Background: an optimization exercise with open tools, aiming at small area and a short achievable clock period. Do not read the settings as production practice.
The RTL was checked by simulation tests, not by an equivalence proof against the original design.
No driver is modelled on the clock port, so clocking that relies on it looks cheaper here than on a real chip.
No activity file was given, so power comes from the tool's default toggle rates.

raven:
==> flow/design.v <==
module scratch_stack_ram #(
    parameter int DATA_WIDTH     = 10,
    parameter int ADDR_WIDTH     = 8,
    parameter int CLEAR_ON_RESET = 1
) (
    input  logic                  CLK,
    input  logic                  RST,
    input  logic [DATA_WIDTH-1:0] DATA_IN,
    input  logic                  SCR_WE,
    input  logic [ADDR_WIDTH-1:0] SCR_ADDR,
    input  logic                  PUSH,
    input  logic                  POP,
    input  logic                  SP_LD,
    input  logic [ADDR_WIDTH-1:0] SP_DATA,
    input  logic                  ERR_CLR,
    output logic [DATA_WIDTH-1:0] DATA_OUT,
    output logic [ADDR_WIDTH-1:0] SP_OUT,
    output logic                  BUSY,
    output logic                  STK_EMPTY,
    output logic                  STK_FULL,
    output logic                  OVF,
    output logic                  UNF,
    output logic                  ILL
);
    localparam int DW = DATA_WIDTH;
    logic       busy_q;
    logic [7:0] sp_q;
    logic [8:0] cnt_q;
    logic       ovf_q, unf_q, ill_q;
    logic       cnt_zero, cnt_full;
    assign cnt_zero = cnt_q == 9'd0;
    assign cnt_full = cnt_q[8];    
    logic op_push, op_pop, op_ill, op_scr;
    assign op_ill  = !SP_LD && PUSH && POP;
    assign op_push = !SP_LD && PUSH && !POP;
    assign op_pop  = !SP_LD && POP && !PUSH;
    assign op_scr  = !SP_LD && !PUSH && !POP && SCR_WE;
    always_ff @(posedge CLK or posedge RST) begin
        if (RST) begin
            busy_q <= CLEAR_ON_RESET != 0;
            sp_q   <= '0;
            cnt_q  <= '0;
            ovf_q  <= 1'b0;
            unf_q  <= 1'b0;
            ill_q  <= 1'b0;
        end else if (busy_q) begin
            cnt_q  <= {1'b0, cnt_q[7:0] + 8'd1};
            if (cnt_q[7:0] == 8'hFF) busy_q <= 1'b0;
        end else begin
            if (SP_LD) begin
                sp_q  <= SP_DATA;
                cnt_q <= '0;
            end else if (op_push) begin
                sp_q <= sp_q - 8'd1;
                if (!cnt_full) cnt_q <= cnt_q + 9'd1;
            end else if (op_pop) begin
                sp_q <= sp_q + 8'd1;
                if (!cnt_zero) cnt_q <= cnt_q - 9'd1;
            end
            ovf_q <= (ovf_q && !ERR_CLR) || (op_push && cnt_full);
            unf_q <= (unf_q && !ERR_CLR) || (op_pop && cnt_zero);
            ill_q <= (ill_q && !ERR_CLR) || op_ill;
        end
    end
    logic [7:0]    wa;
    logic          we;
    logic [DW-1:0] wd;
    always_comb begin
        if (busy_q) begin
            wa = cnt_q[7:0];
            we = !RST;
        end else if (op_push) begin
            wa = sp_q - 8'd1;
            we = 1'b1;
        end else begin
            wa = SCR_ADDR;
            we = op_scr;
        end
    end
    assign wd = busy_q ? '0 : DATA_IN;
    logic [15:0] wlo, whi;
    always_comb begin
        for (int k = 0; k < 16; k++) begin
            wlo[k] = wa[3:0] == 4'(k);
            whi[k] = we && wa[7:4] == 4'(k);
        end
    end
    logic [7:0]  ra;
    logic [15:0] rlo, rhi;
    assign ra = POP ? sp_q : SCR_ADDR;
    always_comb begin
        for (int k = 0; k < 16; k++) begin
            rlo[k] = ra[3:0] == 4'(k);
            rhi[k] = !busy_q && ra[7:4] == 4'(k);
        end
    end
    logic [DW-1:0] grp [16];
    for (genvar h = 0; h < 16; h++) begin : g_hi
        logic [DW-1:0] word [16];
        for (genvar l = 0; l < 16; l++) begin : g_lo
            logic          wl;
            logic [DW-1:0] q;
            assign wl = whi[h] && wlo[l];
            always_ff @(posedge CLK) q <= (q & {DW{!wl}}) | (wd & {DW{wl}});
            assign word[l] = q & {DW{rlo[l]}};
        end
        always_comb begin
            grp[h] = '0;
            for (int l = 0; l < 16; l++) grp[h] = grp[h] | word[l];
        end
    end
    always_comb begin
        DATA_OUT = '0;
        for (int h = 0; h < 16; h++) DATA_OUT = DATA_OUT | (grp[h] & {DW{rhi[h]}});
    end
    assign SP_OUT    = sp_q;
    assign BUSY      = busy_q;
    assign STK_EMPTY = busy_q || cnt_zero;
    assign STK_FULL  = cnt_full;
    assign OVF       = ovf_q;
    assign UNF       = unf_q;
    assign ILL       = ill_q;
endmodule
export LEC_CHECK = 0
export CAP_MARGIN = 20
export CORE_MARGIN = 2
export CORE_UTILIZATION = 60
export SETUP_SLACK_MARGIN = 2.5
export SLEW_MARGIN = 20
create_clock -name core_clock -period 8.0 [get_ports {CLK}]
run.sh (not shown) runs the stock make flow with config.mk's settings and CLKGATE_MAP_FILE= SYNTH_SCRIPT=/design/flow/synth_recipe.tcl, a recipe that flattens the netlist after the stock synthesis.
[inputs] tundra vs raven
Settings: changing SETUP_SLACK_MARGIN from 2.5 to 3.5.
Results
- Re placed cell area: no difference whatsoever between raven and tundra.
- tundra went all the way through synthesis, placement and routing and the layout is clean on timing, DRC and antenna.
- tundra has final core utilization above what raven had.
- As far as pin count of the biggest net entering global routing is concerned, raven and tundra perform about the same.
- Compared with raven, in tundra biggest cell delay along the critical path went down 50 ps, wire length of the first global-routing pass did not really move.

* * *

== run A ==
Another version of the RTL of scratch_stack_ram (not shown whole).
For scale: about 5800 cells after synthesis, ~0.095 mm2 of cells after synthesis.
export LEC_CHECK = 0
export CAP_MARGIN = 20
export CORE_MARGIN = 2
export CORE_UTILIZATION = 75
export SETUP_SLACK_MARGIN = 3.0
export SLEW_MARGIN = 20
export SYNTH_HIERARCHICAL = 1
export SYNTH_MINIMUM_KEEP_SIZE = 0
create_clock -name core_clock -period 8.0 [get_ports {CLK}]
Run A | stages: all done | timing, DRC, antenna: all pass
Relative to run A, the following input files were edited for run B:
Settings: SETUP_SLACK_MARGIN changed from 3.0 to 2.6; CTS_CLUSTER_SIZE newly set to 25; CORE_UTILIZATION changed from 75 to 80; CTS_CLUSTER_DIAMETER newly set to 100.
==> flow/flow/run.sh (new file) <==
#!/bin/bash
# The standard layout with three changes: port buffers are buf_4 cells; before repair_design
# the fanout is capped at 40 (flow/fanout.tcl); before CTS the upper levels of the read tree
# get drive strength 2 (flow/boost.tcl). The make run's output goes to its own log.
set -euo pipefail
HERE=$(pwd)
bash standard.sh "BUFFER_PORTS_ARGS=-buffer_cell sky130_fd_sc_hd__buf_4" \
  PRE_RESIZE_TCL="$HERE/flow/fanout.tcl" PRE_CTS_TCL="$HERE/flow/boost.tcl" finish \
  > "$HERE/standard_finish.log" 2>&1
==> flow/flow/boost.tcl (new file) <==
# Sourced by ORFS's cts.tcl before clock tree synthesis (PRE_CTS_TCL). The read tree's
# upper levels (from the 16-word nodes to the output) drive long wires across the array,
# so give those few cells drive strength 2 before CTS and its timing repair.
proc upsize_read_tree {levels target} {
  set n 0
  set re "\\.(g_([join $levels |])\\\[\\d+\\\]\\.u|u_([join $levels |]))\\.y\$"
  foreach net [get_nets -hierarchical g_bit*] {
    if {![regexp $re [get_full_name $net]]} continue
    foreach pin [get_pins -of_objects $net -filter "direction==output"] {
      set inst [get_cells -of_objects $pin]
      set master [get_property $inst ref_name]
      if {[regexp {^(sky130_fd_sc_hd__[a-z0-9]+)_(\d+)$} $master -> base sz] && $sz < $target} {
        replace_cell $inst ${base}_$target
        incr n
      }
    }
  }
  puts "upsize_read_tree: resized $n cells to drive $target"
}
upsize_read_tree {l3 l4 l5 l6 l7} 2
==> flow/flow/fanout.tcl (new file) <==
# Sourced by ORFS's resize.tcl before repair_design (PRE_RESIZE_TCL): cap the fanout so that
# the write-data and other wide nets get split into smaller buffered nets.
set_max_fanout 40 [current_design]
==> flow/standard.sh (new file) <==
#!/bin/bash
# synth_recipe.tcl (not shown) runs the flow's synth.tcl, then flattens the netlist and writes it again
# the make line also repeats each setting of config.mk as NAME=value (left out here)
make -C /OpenROAD-flow-scripts/flow DESIGN_CONFIG=/design/flow/config.mk WORK_HOME=/design/flow/orfs CLKGATE_MAP_FILE= SYNTH_SCRIPT=/design/flow/synth_recipe.tcl "${@:-finish}"
removed: flow/run.sh
## What came out
Run A → run B: total vias in the final route grew by 2128; power decreased about 15%; post-layout instance area fell about 3%; ratio of cells with drive above 1 in the final layout shows an increase of 2.1 points.
Cell area power density: run B lower than run A
Count of flip-flops and latches: run A vs run B identical
[inputs] run C vs run B
Settings: SETUP_SLACK_MARGIN now 3.0, was 2.6.
--- outcome ---
Looking across run B and run C, the single run that reached the end with no open violations was run B. Number of placed cells counting well taps of run B is on par with run C. For cell area after placement, run B and run C come out practically identical. As of run C, count of buffers added by post-CTS timing repair for setup had risen by more than 100% compared to run B. Reported for run B and run C, simple logic cell fraction of the synthesized area turned out identical to the last digit. Diff run B -> run C: synthesized area held steady, area fraction in compound gates after synthesis level.
## Diff of input files: run D against run C
Settings: a change of CORE_UTILIZATION from 80 to 75.
==> comparison <==
- Run D: PASS, flow complete, no timing, DRC or antenna violations
- Run D: number of post-CTS setup repair buffers about 1.8% above run C
- Between run C and run D, the flow reports cell row count increasing by a few percent.
- What run C reported for placer congestion estimate has to be multiplied by 0.920 to get the figure for run D.
- Taking run C as the reference, in run D width of the chip went up 3.2%; vertical die dimension shows an increase of 3.2%; number of hold-repair buffers added at the cts stage neither gained nor lost much; post-cts resize count shows an increase of 4.1%.
Relative to run D, the following input files were edited for run E:
Settings: a change of SETUP_SLACK_MARGIN from 3.0 to 2.6.
--- outcome ---
On sum of internal, switching and leakage power, run D and run E are basically level. [run E vs run D] tightest hold margin: lower in run E. Relative to run D, the non-clock buffer count measured on run E has decreased by more than 10%. Diff run D -> run E: maximum cell stage delay along the critical path has decreased; number of vias after detailed routing dropped 2.3%. Power share of the combinational group for run E: 0.4 points down relative to run D. Run E vs run D on share of final-layout standard cells stronger than drive strength 1: run E is the lower one.

* * *

Setup of run F:
scratch_stack_ram, a different RTL version from the one above (not shown whole).
Size in the first run: about 5800 cells after synthesis, about 2600 flip-flops, ~57 I/O pins, roughly 95000 um2 of cells after synthesis.
export LEC_CHECK = 0
export CAP_MARGIN = 20
export CORE_MARGIN = 2
export CORE_UTILIZATION = 75
export CTS_CLUSTER_DIAMETER = 100
export CTS_CLUSTER_SIZE = 25
export SETUP_SLACK_MARGIN = 3.0
export SLEW_MARGIN = 20
export SYNTH_HIERARCHICAL = 1
export SYNTH_MINIMUM_KEEP_SIZE = 0
create_clock -name core_clock -period 8.0 [get_ports {CLK}]
standard.sh (not shown) runs the stock make flow with config.mk's settings and CLKGATE_MAP_FILE= SYNTH_SCRIPT=/design/flow/synth_recipe.tcl, a recipe that flattens the netlist after the stock synthesis.
==> flow/flow/run.sh <==
#!/bin/bash
# The standard layout with three changes: port buffers are buf_4 cells; before repair_design
# the fanout is capped at 40 (flow/fanout.tcl); before CTS the upper levels of the read tree
# get drive strength 2 (flow/boost.tcl). The make run's output goes to its own log.
set -euo pipefail
HERE=$(pwd)
bash standard.sh "BUFFER_PORTS_ARGS=-buffer_cell sky130_fd_sc_hd__buf_4" \
  PRE_RESIZE_TCL="$HERE/flow/fanout.tcl" PRE_CTS_TCL="$HERE/flow/boost.tcl" finish \
  > "$HERE/standard_finish.log" 2>&1
==> flow/flow/boost.tcl <==
# Sourced by ORFS's cts.tcl before clock tree synthesis (PRE_CTS_TCL). The read tree's
# upper levels (from the 16-word nodes to the output) drive long wires across the array,
# so give those few cells drive strength 2 before CTS and its timing repair.
proc upsize_read_tree {levels target} {
  set n 0
  set re "\\.(g_([join $levels |])\\\[\\d+\\\]\\.u|u_([join $levels |]))\\.y\$"
  foreach net [get_nets -hierarchical g_bit*] {
    if {![regexp $re [get_full_name $net]]} continue
    foreach pin [get_pins -of_objects $net -filter "direction==output"] {
      set inst [get_cells -of_objects $pin]
      set master [get_property $inst ref_name]
      if {[regexp {^(sky130_fd_sc_hd__[a-z0-9]+)_(\d+)$} $master -> base sz] && $sz < $target} {
        replace_cell $inst ${base}_$target
        incr n
      }
    }
  }
  puts "upsize_read_tree: resized $n cells to drive $target"
}
upsize_read_tree {l3 l4 l5 l6 l7} 2
==> flow/flow/fanout.tcl <==
# Sourced by ORFS's resize.tcl before repair_design (PRE_RESIZE_TCL): cap the fanout so that
# the write-data and other wide nets get split into smaller buffered nets.
set_max_fanout 40 [current_design]
## Diff of input files: run Y against run F
# run F
export LEC_CHECK = 0
export CAP_MARGIN = 20
export CORE_MARGIN = 2
export CORE_UTILIZATION = 75
export CTS_CLUSTER_DIAMETER = 100
export CTS_CLUSTER_SIZE = 25
export SETUP_SLACK_MARGIN = 3.0
export SLEW_MARGIN = 20
export SYNTH_HIERARCHICAL = 1
export SYNTH_MINIMUM_KEEP_SIZE = 0
create_clock -name core_clock -period 8.0 [get_ports {CLK}]
# run Y
export LEC_CHECK = 0
export CAP_MARGIN = 20
export CORE_MARGIN = 2
export CORE_UTILIZATION = 75
export CTS_CLUSTER_DIAMETER = 100
export CTS_CLUSTER_SIZE = 25
export SETUP_SLACK_MARGIN = 2.6
export SLEW_MARGIN = 20
export SYNTH_HIERARCHICAL = 1
export SYNTH_MINIMUM_KEEP_SIZE = 0
create_clock -name core_clock -period 8.0 [get_ports {CLK}]
On flip-flop and latch area, run F and run Y are basically level. There was hardly any difference in count of multi-input gates between run Y and run F. The higher average via count per standard cell of run F and run Y is in run F. Via count of the first global-routing pass down about 1.3% in run Y wrt run F.

==> separate check: timing with driven ports <==
The results above use ideal ports. As a check the final layouts listed here were re-extracted and re-timed, cells and wires unchanged.
Step 1 assumes that a clkbuf_16 drives the clock port and a buf_2 every other input.
Step 2 times the ports against the registers' clock, not the clock port: input delays grow and output delays shrink by t, the midpoint of the rising clock arrivals with the driver on.
a / b / c = no drivers / after step 1 / after step 2; a / b = the first two.
run	t (ns)	setup slack, ns	hold WS [ns]	latest minus earliest clock arrival (ns)
raven	0.990	1.236 / 0.985 / 0.985	0.487 / 0.487 / 0.487	0.051 / 0.052
tundra	0.999	1.398 / 1.198 / 1.198	0.486 / 0.486 / 0.486	0.058 / 0.058
run A	0.940	1.653 / 1.466 / 1.466	0.500 / 0.500 / 0.500	0.041 / 0.041
run B	0.845	1.626 / 1.578 / 1.324	0.527 / 0.527 / 0.527	0.045 / 0.045
run D	0.853	1.808 / 1.565 / 1.565	0.510 / 0.510 / 0.510	0.040 / 0.040
run E	0.850	1.912 / 1.852 / 1.852	0.500 / 0.500 / 0.500	0.040 / 0.040
run F	0.873	1.735 / 1.675 / 1.675	0.512 / 0.512 / 0.512	0.036 / 0.035
run Y	0.867	1.844 / 1.813 / 1.813	0.513 / 0.513 / 0.513	0.038 / 0.037
After both steps every run listed still meets setup and hold. For run B, which loses most, drivers alone change the setup slack by -0.048 ns; drivers and shift together by -0.302 ns.
